Context: an optimization exercise on an open-source flow, tuned for small area, a short achievable clock period and few clock cycles per item. The choices shown serve that exercise and are no tape-out recipe. Power is estimated from default activity; no workload was simulated.

==> flow/design.v <==
module proc_core_param #(
    parameter int DATA_W = 16,
    parameter int NREG   = 16,
    parameter int PC_W   = 8
) (
    input  logic                    clk,
    input  logic                    rst,
    input  logic                    run,
    output logic [PC_W-1:0]         imem_addr,
    input  logic [DATA_W-1:0]       imem_data,
    input  logic [$clog2(NREG)-1:0] dbg_sel,
    output logic [DATA_W-1:0]       dbg_data,
    output logic                    done,
    output logic                    halted,
    output logic                    zero_flag,
    output logic                    carry_flag,
    output logic                    illegal
);
    localparam int RA_W = $clog2(NREG);
    localparam logic [3:0] OP_NOP  = 4'd0;
    localparam logic [3:0] OP_LDI  = 4'd1;
    localparam logic [3:0] OP_MOV  = 4'd2;
    localparam logic [3:0] OP_ADD  = 4'd3;
    localparam logic [3:0] OP_SUB  = 4'd4;
    localparam logic [3:0] OP_JZ   = 4'd5;
    localparam logic [3:0] OP_HALT = 4'd6;
    logic [PC_W-1:0]              fa;
    logic                         dv;
    logic                         ir_v;
    logic [3:0]                   ir_op;
    logic [RA_W-1:0]              ir_rx;
    logic [DATA_W-1:0]            opa, opb;
    logic [NREG-1:0][DATA_W-1:0]  regs;
    logic [3:0]                   d_op;
    logic [RA_W-1:0]              d_rx, d_ry;
    logic                         two_word, ex, first, d_halt, taken, go, we;
    logic [DATA_W-1:0]            wdata;
    logic [DATA_W:0]              s;
    logic                         sub;
    assign d_op     = imem_data[DATA_W-1 -: 4];
    assign d_rx     = imem_data[DATA_W-5 -: RA_W];
    assign d_ry     = imem_data[DATA_W-5-RA_W -: RA_W];
    assign two_word = (ir_op == OP_LDI) || (ir_op == OP_JZ);
    assign ex       = ir_v && (!two_word || dv);
    assign first    = dv && !(ir_v && two_word);
    assign d_halt   = first && (d_op == OP_HALT);
    assign go       = run && !halted;
    assign we       = ex && (ir_op == OP_LDI || ir_op == OP_MOV || ir_op == OP_ADD || ir_op == OP_SUB);
    assign taken     = ir_v && dv && (ir_op == OP_JZ) && (opa == '0);
    assign imem_addr = taken ? imem_data[PC_W-1:0] : fa;
    logic [DATA_W-1:0] bx, ag, ap, cg, cp;
    assign sub = (ir_op == OP_SUB);
    always_comb begin
        bx = opb ^ {DATA_W{sub}};
        ag = opa & bx;
        ap = opa ^ bx;
        cg = ag;
        cp = ap;
        cg[0] = ag[0] | (ap[0] & sub);
        for (int d = 1; d < DATA_W; d = d * 2)
            for (int i = DATA_W - 1; i >= d; i--) begin
                cg[i] = cg[i] | (cp[i] & cg[i-d]);
                cp[i] = cp[i] & cp[i-d];
            end
    end
    assign s     = {cg[DATA_W-1], ap ^ {cg[DATA_W-2:0], sub}};
    assign wdata = (ir_op == OP_LDI) ? imem_data : (ir_op == OP_MOV) ? opb : s[DATA_W-1:0];
    logic [NREG-1:0]  dbg_oh, a_oh, b_oh;
    logic [DATA_W-1:0] rd_a, rd_b;
    assign dbg_oh = {{(NREG-1){1'b0}}, 1'b1} << dbg_sel;
    assign a_oh   = {{(NREG-1){1'b0}}, 1'b1} << d_rx;
    assign b_oh   = {{(NREG-1){1'b0}}, 1'b1} << d_ry;
    proc_core_param_rdmux #(.N(NREG), .W(DATA_W)) u_rd_dbg (.oh(dbg_oh), .r(regs), .q(dbg_data));
    proc_core_param_rdmux #(.N(NREG), .W(DATA_W)) u_rd_a   (.oh(a_oh),   .r(regs), .q(rd_a));
    proc_core_param_rdmux #(.N(NREG), .W(DATA_W)) u_rd_b   (.oh(b_oh),   .r(regs), .q(rd_b));
    always_ff @(posedge clk or posedge rst) begin
        if (rst) begin
            fa    <= '0;
            dv    <= 1'b0;
            ir_v  <= 1'b0;
            ir_op <= '0;
            ir_rx <= '0;
        end else if (go) begin
            dv <= 1'b1;
            fa <= imem_addr + 1'b1;
            if (first) begin
                ir_v  <= !d_halt;
                ir_op <= d_op;
                ir_rx <= d_rx;
            end else if (ex) begin
                ir_v <= 1'b0;
            end
        end else begin
            dv <= 1'b0;
            fa <= fa - {{(PC_W-1){1'b0}}, dv};
        end
    end
    always_ff @(posedge clk) begin
        if (go && first) begin
            opa <= (we && ir_rx == d_rx) ? wdata : rd_a;
            opb <= (we && ir_rx == d_ry) ? wdata : rd_b;
        end
    end
    logic [NREG-1:0]              nwrow;
    logic [NREG-1:0][DATA_W-1:0]  regs_d;
    logic [DATA_W-1:0]            wdata_n;
    assign nwrow   = ~((go && we) ? ({{(NREG-1){1'b0}}, 1'b1} << ir_rx) : '0);
    assign wdata_n = ~wdata;
    always_comb
        for (int i = 0; i < NREG; i++)
            regs_d[i] = ~((wdata_n | {DATA_W{nwrow[i]}}) & ~(regs[i] & {DATA_W{nwrow[i]}}));
    always_ff @(posedge clk or posedge rst) begin
        if (rst) regs <= '0;
        else     regs <= regs_d;
    end
    always_ff @(posedge clk or posedge rst) begin
        if (rst) begin
            done       <= 1'b0;
            halted     <= 1'b0;
            zero_flag  <= 1'b0;
            carry_flag <= 1'b0;
            illegal    <= 1'b0;
        end else begin
            done <= go && ex;
            if (go) begin
                if (d_halt) halted <= 1'b1;
                if (ex) begin
                    case (ir_op)
                        OP_NOP, OP_LDI, OP_MOV, OP_JZ: ;
                        OP_ADD, OP_SUB: begin
                            zero_flag  <= (s[DATA_W-1:0] == '0);
                            carry_flag <= s[DATA_W] ^ sub;
                        end
                        default: illegal <= 1'b1;
                    endcase
                end
            end
        end
    end
endmodule
module proc_core_param_rdmux #(
    parameter int N = 16,
    parameter int W = 16
) (
    input  logic [N-1:0]   oh,
    input  logic [N*W-1:0] r,
    output logic [W-1:0]   q
);
    always_comb begin
        q = '0;
        for (int i = 0; i < N; i++) q = q | (r[i*W +: W] & {W{oh[i]}});
    end
endmodule
Settings: LEC_CHECK=0, CAP_MARGIN=20, CORE_MARGIN=2, CORE_UTILIZATION=50, SETUP_SLACK_MARGIN=2.0, SLEW_MARGIN=20, SYNTH_HIERARCHICAL=1, SYNTH_MINIMUM_KEEP_SIZE=0; clock period 6.0 ns.
run.sh (not shown) runs the stock make flow with config.mk's settings and CLKGATE_MAP_FILE= SYNTH_SCRIPT=/design/flow/synth_recipe.tcl, a recipe that flattens the netlist after the stock synthesis.
Rerun with:
--- a/flow/design.v
+++ b/flow/design.v
@@ -101,20 +101,9 @@
             opb <= (we && ir_rx == d_ry) ? wdata : rd_b;
         end
     end
-    logic [NREG-1:0]              nwrow;
-    logic [NREG-1:0][DATA_W-1:0]  regs_d;
-    logic [DATA_W-1:0]            wdata_n;
-    assign nwrow   = ~((go && we) ? ({{(NREG-1){1'b0}}, 1'b1} << ir_rx) : '0);
-    assign wdata_n = ~wdata;
-    always_comb
-        for (int i = 0; i < NREG; i++)
-            regs_d[i] = ~((wdata_n | {DATA_W{nwrow[i]}}) & ~(regs[i] & {DATA_W{nwrow[i]}}));
-    always_ff @(posedge clk or posedge rst) begin
-        if (rst) regs <= '0;
-        else     regs <= regs_d;
-    end
     always_ff @(posedge clk or posedge rst) begin
         if (rst) begin
+            regs       <= '0;
             done       <= 1'b0;
             halted     <= 1'b0;
             zero_flag  <= 1'b0;
@@ -124,6 +113,7 @@
             done <= go && ex;
             if (go) begin
                 if (d_halt) halted <= 1'b1;
+                if (we) regs[ir_rx] <= wdata;
                 if (ex) begin
                     case (ir_op)
                         OP_NOP, OP_LDI, OP_MOV, OP_JZ: ;
=> The new run finished clean; global-route usage is lower by 2.2 points; power is lower by 49%; wire length is lower by 5.4%; setup slack gets worse by 0.067 ns; cell area is higher by 2.4%; cell count is lower by 2.3%; via count is lower by 3.3%; utilization is higher by 0.15 points; sequential cell count is unchanged; die area is higher by 1.2%; non-clock buffer count is lower by 3; hold slack is about the same.
No functional check of the RTL was part of any run of this note.

---

proc_core_param, a different RTL version from the one above (not shown whole).
Size in the first run: ~1400 cells after synthesis.
==> module proc_core_param, before the edit <==
module proc_core_param #(
    parameter int DATA_W = 16,
    parameter int NREG   = 16,
    parameter int PC_W   = 8
) (
    input  logic                    clk,
    input  logic                    rst,
    input  logic                    run,
    output logic [PC_W-1:0]         imem_addr,
    input  logic [DATA_W-1:0]       imem_data,
    input  logic [$clog2(NREG)-1:0] dbg_sel,
    output logic [DATA_W-1:0]       dbg_data,
    output logic                    done,
    output logic                    halted,
    output logic                    zero_flag,
    output logic                    carry_flag,
    output logic                    illegal
);
    localparam int RA_W = $clog2(NREG);
    localparam logic [3:0] OP_NOP  = 4'd0;
    localparam logic [3:0] OP_LDI  = 4'd1;
    localparam logic [3:0] OP_MOV  = 4'd2;
    localparam logic [3:0] OP_ADD  = 4'd3;
    localparam logic [3:0] OP_SUB  = 4'd4;
    localparam logic [3:0] OP_JZ   = 4'd5;
    localparam logic [3:0] OP_HALT = 4'd6;
    logic [PC_W-1:0]              fa;
    logic                         dv;
    logic                         ir_v;
    logic [3:0]                   ir_op;
    logic [RA_W-1:0]              ir_rx;
    logic [DATA_W-1:0]            opa, opb, opa_d, opb_d;
    logic                         ir_tk;
    logic [NREG-1:0][DATA_W-1:0]  regs;
    logic [NREG-1:0]              valid, wrow;
    logic [3:0]                   d_op;
    logic [RA_W-1:0]              d_rx, d_ry;
    logic                         two_word, ex, first, d_halt, taken, go, we;
    logic [DATA_W-1:0]            wdata;
    logic [DATA_W:0]              s;
    logic                         sub;
    assign d_op     = imem_data[DATA_W-1 -: 4];
    assign d_rx     = imem_data[DATA_W-5 -: RA_W];
    assign d_ry     = imem_data[DATA_W-5-RA_W -: RA_W];
    assign two_word = (ir_op == OP_LDI) || (ir_op == OP_JZ);
    assign ex       = ir_v && (!two_word || dv);
    assign first    = dv && !(ir_v && two_word);
    assign d_halt   = first && (d_op == OP_HALT);
    assign go       = run && !halted;
    assign we       = ex && (ir_op == OP_LDI || ir_op == OP_MOV || ir_op == OP_ADD || ir_op == OP_SUB);
    assign taken     = ir_v && dv && ir_tk;
    assign imem_addr = taken ? imem_data[PC_W-1:0] : fa;
    logic [DATA_W-1:0] bx, ag, ap, cg, cp;
    assign sub = (ir_op == OP_SUB);
    always_comb begin
        bx = opb ^ {DATA_W{sub}};
        ag = opa & bx;
        ap = opa ^ bx;
        cg = ag;
        cp = ap;
        cg[0] = ag[0] | (ap[0] & sub);
        for (int d = 1; d < DATA_W; d = d * 2)
            for (int i = DATA_W - 1; i >= d; i--) begin
                cg[i] = cg[i] | (cp[i] & cg[i-d]);
                cp[i] = cp[i] & cp[i-d];
            end
    end
    assign s     = {cg[DATA_W-1], ap ^ {cg[DATA_W-2:0], sub}};
    assign wdata = (ir_op == OP_LDI) ? imem_data : (ir_op == OP_MOV) ? opb : s[DATA_W-1:0];
    logic [NREG-1:0]  dbg_oh, a_oh, b_oh;
    logic [DATA_W-1:0] rd_a, rd_b;
    assign dbg_oh = ({{(NREG-1){1'b0}}, 1'b1} << dbg_sel) & valid;
    assign a_oh   = ({{(NREG-1){1'b0}}, 1'b1} << d_rx) & valid;
    assign b_oh   = ({{(NREG-1){1'b0}}, 1'b1} << d_ry) & valid;
    proc_core_param_rdmux #(.N(NREG), .W(DATA_W)) u_rd_dbg (.oh(dbg_oh), .r(regs), .q(dbg_data));
    proc_core_param_rdmux #(.N(NREG), .W(DATA_W)) u_rd_a   (.oh(a_oh),   .r(regs), .q(rd_a));
    proc_core_param_rdmux #(.N(NREG), .W(DATA_W)) u_rd_b   (.oh(b_oh),   .r(regs), .q(rd_b));
    always_ff @(posedge clk or posedge rst) begin
        if (rst) begin
            fa    <= '0;
            dv    <= 1'b0;
            ir_v  <= 1'b0;
            ir_op <= '0;
            ir_rx <= '0;
            ir_tk <= 1'b0;
        end else if (go) begin
            dv <= 1'b1;
            fa <= imem_addr + 1'b1;
            if (first) begin
                ir_v  <= !d_halt;
                ir_op <= d_op;
                ir_rx <= d_rx;
                ir_tk <= (d_op == OP_JZ) && (opa_d == '0);
            end else if (ex) begin
                ir_v <= 1'b0;
            end
        end else begin
            dv <= 1'b0;
            fa <= fa - {{(PC_W-1){1'b0}}, dv};
        end
    end
    assign opa_d = (we && ir_rx == d_rx) ? wdata : rd_a;
    assign opb_d = (we && ir_rx == d_ry) ? wdata : rd_b;
    always_ff @(posedge clk) begin
        if (go && first) begin
            opa <= opa_d;
            opb <= opb_d;
        end
    end
    assign wrow = (go && we) ? ({{(NREG-1){1'b0}}, 1'b1} << ir_rx) : '0;
    always_ff @(posedge clk)
        for (int i = 0; i < NREG; i++)
            if (wrow[i]) regs[i] <= wdata;
    always_ff @(posedge clk or posedge rst) begin
        if (rst) valid <= '0;
        else     valid <= valid | wrow;
    end
    always_ff @(posedge clk or posedge rst) begin
        if (rst) begin
            done       <= 1'b0;
            halted     <= 1'b0;
            zero_flag  <= 1'b0;
            carry_flag <= 1'b0;
            illegal    <= 1'b0;
        end else begin
            done <= go && ex;
            if (go) begin
                if (d_halt) halted <= 1'b1;
                if (ex) begin
                    case (ir_op)
                        OP_NOP, OP_LDI, OP_MOV, OP_JZ: ;
                        OP_ADD, OP_SUB: begin
                            zero_flag  <= (s[DATA_W-1:0] == '0);
                            carry_flag <= s[DATA_W] ^ sub;
                        end
                        default: illegal <= 1'b1;
                    endcase
                end
            end
        end
    end
endmodule
==> module proc_core_param_rdmux, before the edit <==
module proc_core_param_rdmux #(
    parameter int N = 16,
    parameter int W = 16
) (
    input  logic [N-1:0]   oh,
    input  logic [N*W-1:0] r,
    output logic [W-1:0]   q
);
    for (genvar j = 0; j < W; j++) begin : g_bit
        logic [7:0] rlo, rhi;
        logic       ulo, uhi;
        for (genvar m = 0; m < 8; m++) begin : g_col
            assign rlo[m] = r[m*W + j];
            assign rhi[m] = r[(m+8)*W + j];
        end
        proc_core_param_ao8 u_lo (.s(oh[7:0]),  .d(rlo), .y(ulo));
        proc_core_param_ao8 u_hi (.s(oh[15:8]), .d(rhi), .y(uhi));
        assign q[j] = ulo | uhi;
    end
endmodule
==> module proc_core_param_ao8, before the edit <==
module proc_core_param_ao8 (
    input  logic [7:0] s,
    input  logic [7:0] d,
    output logic       y
);
    assign y = |(s & d);
endmodule
make LEC_CHECK=0 CAP_MARGIN=20 CORE_MARGIN=2 CORE_UTILIZATION=50 CTS_CLUSTER_DIAMETER=100 CTS_CLUSTER_SIZE=20 SETUP_SLACK_MARGIN=2.0 SLEW_MARGIN=20 SYNTH_HIERARCHICAL=1 SYNTH_MINIMUM_KEEP_SIZE=0 finish   # period 6.0 ns
Rerun with:
--- a/flow/design.v
+++ b/flow/design.v
@@ -28,11 +28,13 @@
     logic                         dv;
     logic                         ir_v;
     logic [3:0]                   ir_op;
-    logic [RA_W-1:0]              ir_rx;
-    logic [DATA_W-1:0]            opa, opb, opa_d, opb_d;
+    logic [RA_W-1:0]              ir_rx, ir_ry;
+    logic [DATA_W-1:0]            opa, opb;
     logic                         ir_tk;
     logic [NREG-1:0][DATA_W-1:0]  regs;
     logic [NREG-1:0]              valid, wrow;
+    logic [NREG-1:0]              zf, rzero;
+    logic                         wzero, d_zero;
     logic [3:0]                   d_op;
     logic [RA_W-1:0]              d_rx, d_ry;
     logic                         two_word, ex, first, d_halt, taken, go, we;
@@ -68,13 +70,12 @@
     assign s     = {cg[DATA_W-1], ap ^ {cg[DATA_W-2:0], sub}};
     assign wdata = (ir_op == OP_LDI) ? imem_data : (ir_op == OP_MOV) ? opb : s[DATA_W-1:0];
     logic [NREG-1:0]  dbg_oh, a_oh, b_oh;
-    logic [DATA_W-1:0] rd_a, rd_b;
     assign dbg_oh = ({{(NREG-1){1'b0}}, 1'b1} << dbg_sel) & valid;
-    assign a_oh   = ({{(NREG-1){1'b0}}, 1'b1} << d_rx) & valid;
-    assign b_oh   = ({{(NREG-1){1'b0}}, 1'b1} << d_ry) & valid;
+    assign a_oh   = ({{(NREG-1){1'b0}}, 1'b1} << ir_rx) & valid;
+    assign b_oh   = ({{(NREG-1){1'b0}}, 1'b1} << ir_ry) & valid;
     proc_core_param_rdmux #(.N(NREG), .W(DATA_W)) u_rd_dbg (.oh(dbg_oh), .r(regs), .q(dbg_data));
-    proc_core_param_rdmux #(.N(NREG), .W(DATA_W)) u_rd_a   (.oh(a_oh),   .r(regs), .q(rd_a));
-    proc_core_param_rdmux #(.N(NREG), .W(DATA_W)) u_rd_b   (.oh(b_oh),   .r(regs), .q(rd_b));
+    proc_core_param_rdmux #(.N(NREG), .W(DATA_W)) u_rd_a   (.oh(a_oh),   .r(regs), .q(opa));
+    proc_core_param_rdmux #(.N(NREG), .W(DATA_W)) u_rd_b   (.oh(b_oh),   .r(regs), .q(opb));
     always_ff @(posedge clk or posedge rst) begin
         if (rst) begin
             fa    <= '0;
@@ -82,6 +83,7 @@
             ir_v  <= 1'b0;
             ir_op <= '0;
             ir_rx <= '0;
+            ir_ry <= '0;
             ir_tk <= 1'b0;
         end else if (go) begin
             dv <= 1'b1;
@@ -90,7 +92,8 @@
                 ir_v  <= !d_halt;
                 ir_op <= d_op;
                 ir_rx <= d_rx;
-                ir_tk <= (d_op == OP_JZ) && (opa_d == '0);
+                ir_ry <= d_ry;
+                ir_tk <= (d_op == OP_JZ) && d_zero;
             end else if (ex) begin
                 ir_v <= 1'b0;
             end
@@ -99,18 +102,16 @@
             fa <= fa - {{(PC_W-1){1'b0}}, dv};
         end
     end
-    assign opa_d = (we && ir_rx == d_rx) ? wdata : rd_a;
-    assign opb_d = (we && ir_rx == d_ry) ? wdata : rd_b;
-    always_ff @(posedge clk) begin
-        if (go && first) begin
-            opa <= opa_d;
-            opb <= opb_d;
-        end
-    end
+    assign wzero  = (wdata == '0);
+    assign rzero  = ~valid | zf;
+    assign d_zero = (we && ir_rx == d_rx) ? wzero : rzero[d_rx];
     assign wrow = (go && we) ? ({{(NREG-1){1'b0}}, 1'b1} << ir_rx) : '0;
     always_ff @(posedge clk)
         for (int i = 0; i < NREG; i++)
-            if (wrow[i]) regs[i] <= wdata;
+            if (wrow[i]) begin
+                regs[i] <= wdata;
+                zf[i]   <= wzero;
+            end
     always_ff @(posedge clk or posedge rst) begin
         if (rst) valid <= '0;
         else     valid <= valid | wrow;
@@ -148,22 +149,8 @@
     input  logic [N*W-1:0] r,
     output logic [W-1:0]   q
 );
-    for (genvar j = 0; j < W; j++) begin : g_bit
-        logic [7:0] rlo, rhi;
-        logic       ulo, uhi;
-        for (genvar m = 0; m < 8; m++) begin : g_col
-            assign rlo[m] = r[m*W + j];
-            assign rhi[m] = r[(m+8)*W + j];
-        end
-        proc_core_param_ao8 u_lo (.s(oh[7:0]),  .d(rlo), .y(ulo));
-        proc_core_param_ao8 u_hi (.s(oh[15:8]), .d(rhi), .y(uhi));
-        assign q[j] = ulo | uhi;
+    always_comb begin
+        q = '0;
+        for (int i = 0; i < N; i++) q = q | (r[i*W +: W] & {W{oh[i]}});
     end
 endmodule
-module proc_core_param_ao8 (
-    input  logic [7:0] s,
-    input  logic [7:0] d,
-    output logic       y
-);
-    assign y = |(s & d);
-endmodule
Clock skew is higher by 0.015 ns.
Count of clock-buffer cells in the layout is lower by 7.
Power is higher by about 75%.
Area after synthesis is higher by about 1.1%.
Hold slack is worse by 0.014 ns.
First-iteration DRC count barely changes.
Setup slack is worse by 0.83 ns.
Utilization is higher by 4.2 points.
Flip-flop and latch count is lower by 12.
Clock power stays flat.
Synthesized cell count is lower by about 0.8%.
Function was not checked in any run of this note: the RTL went through the layout flow alone.

-- what the ideal ports hide --
In the flow no input, the clock included, has a driving cell. The finished layouts below were timed again as built, in two steps.
Step 1 sets driving cells, clkbuf_16 on the clock port and buf_2 on the other inputs (assumed; they add their load-dependent delay and slew).
Step 2 adds t to the input delays and takes it off the output delays; t is the mean of the earliest and latest rising clock arrival at the registers after step 1. Input paths then give back, and output paths get back, about the clock's delay inside the block.
Slacks: ideal ports / drivers / drivers and shift; pairs: ideal ports / drivers.
run	t (ns)	slack for setup (ns)	worst setup path at the end	pins driven straight from the clock port
the first run of note 1	0.611	1.981 / 1.925 / 1.419	input to register	1
the second run of note 1	0.609	1.914 / 1.905 / 1.334	input to register	1
the first run of note 2	0.584	1.947 / 1.899 / 1.415	input to register	1
the second run of note 2	0.588	1.118 / 1.118 / 1.118	register to register	1
After both steps setup and hold are still met in every run listed. The setup slack of the second run of note 1, which loses most, moves by -0.009 ns with the drivers and by -0.580 ns with both steps.
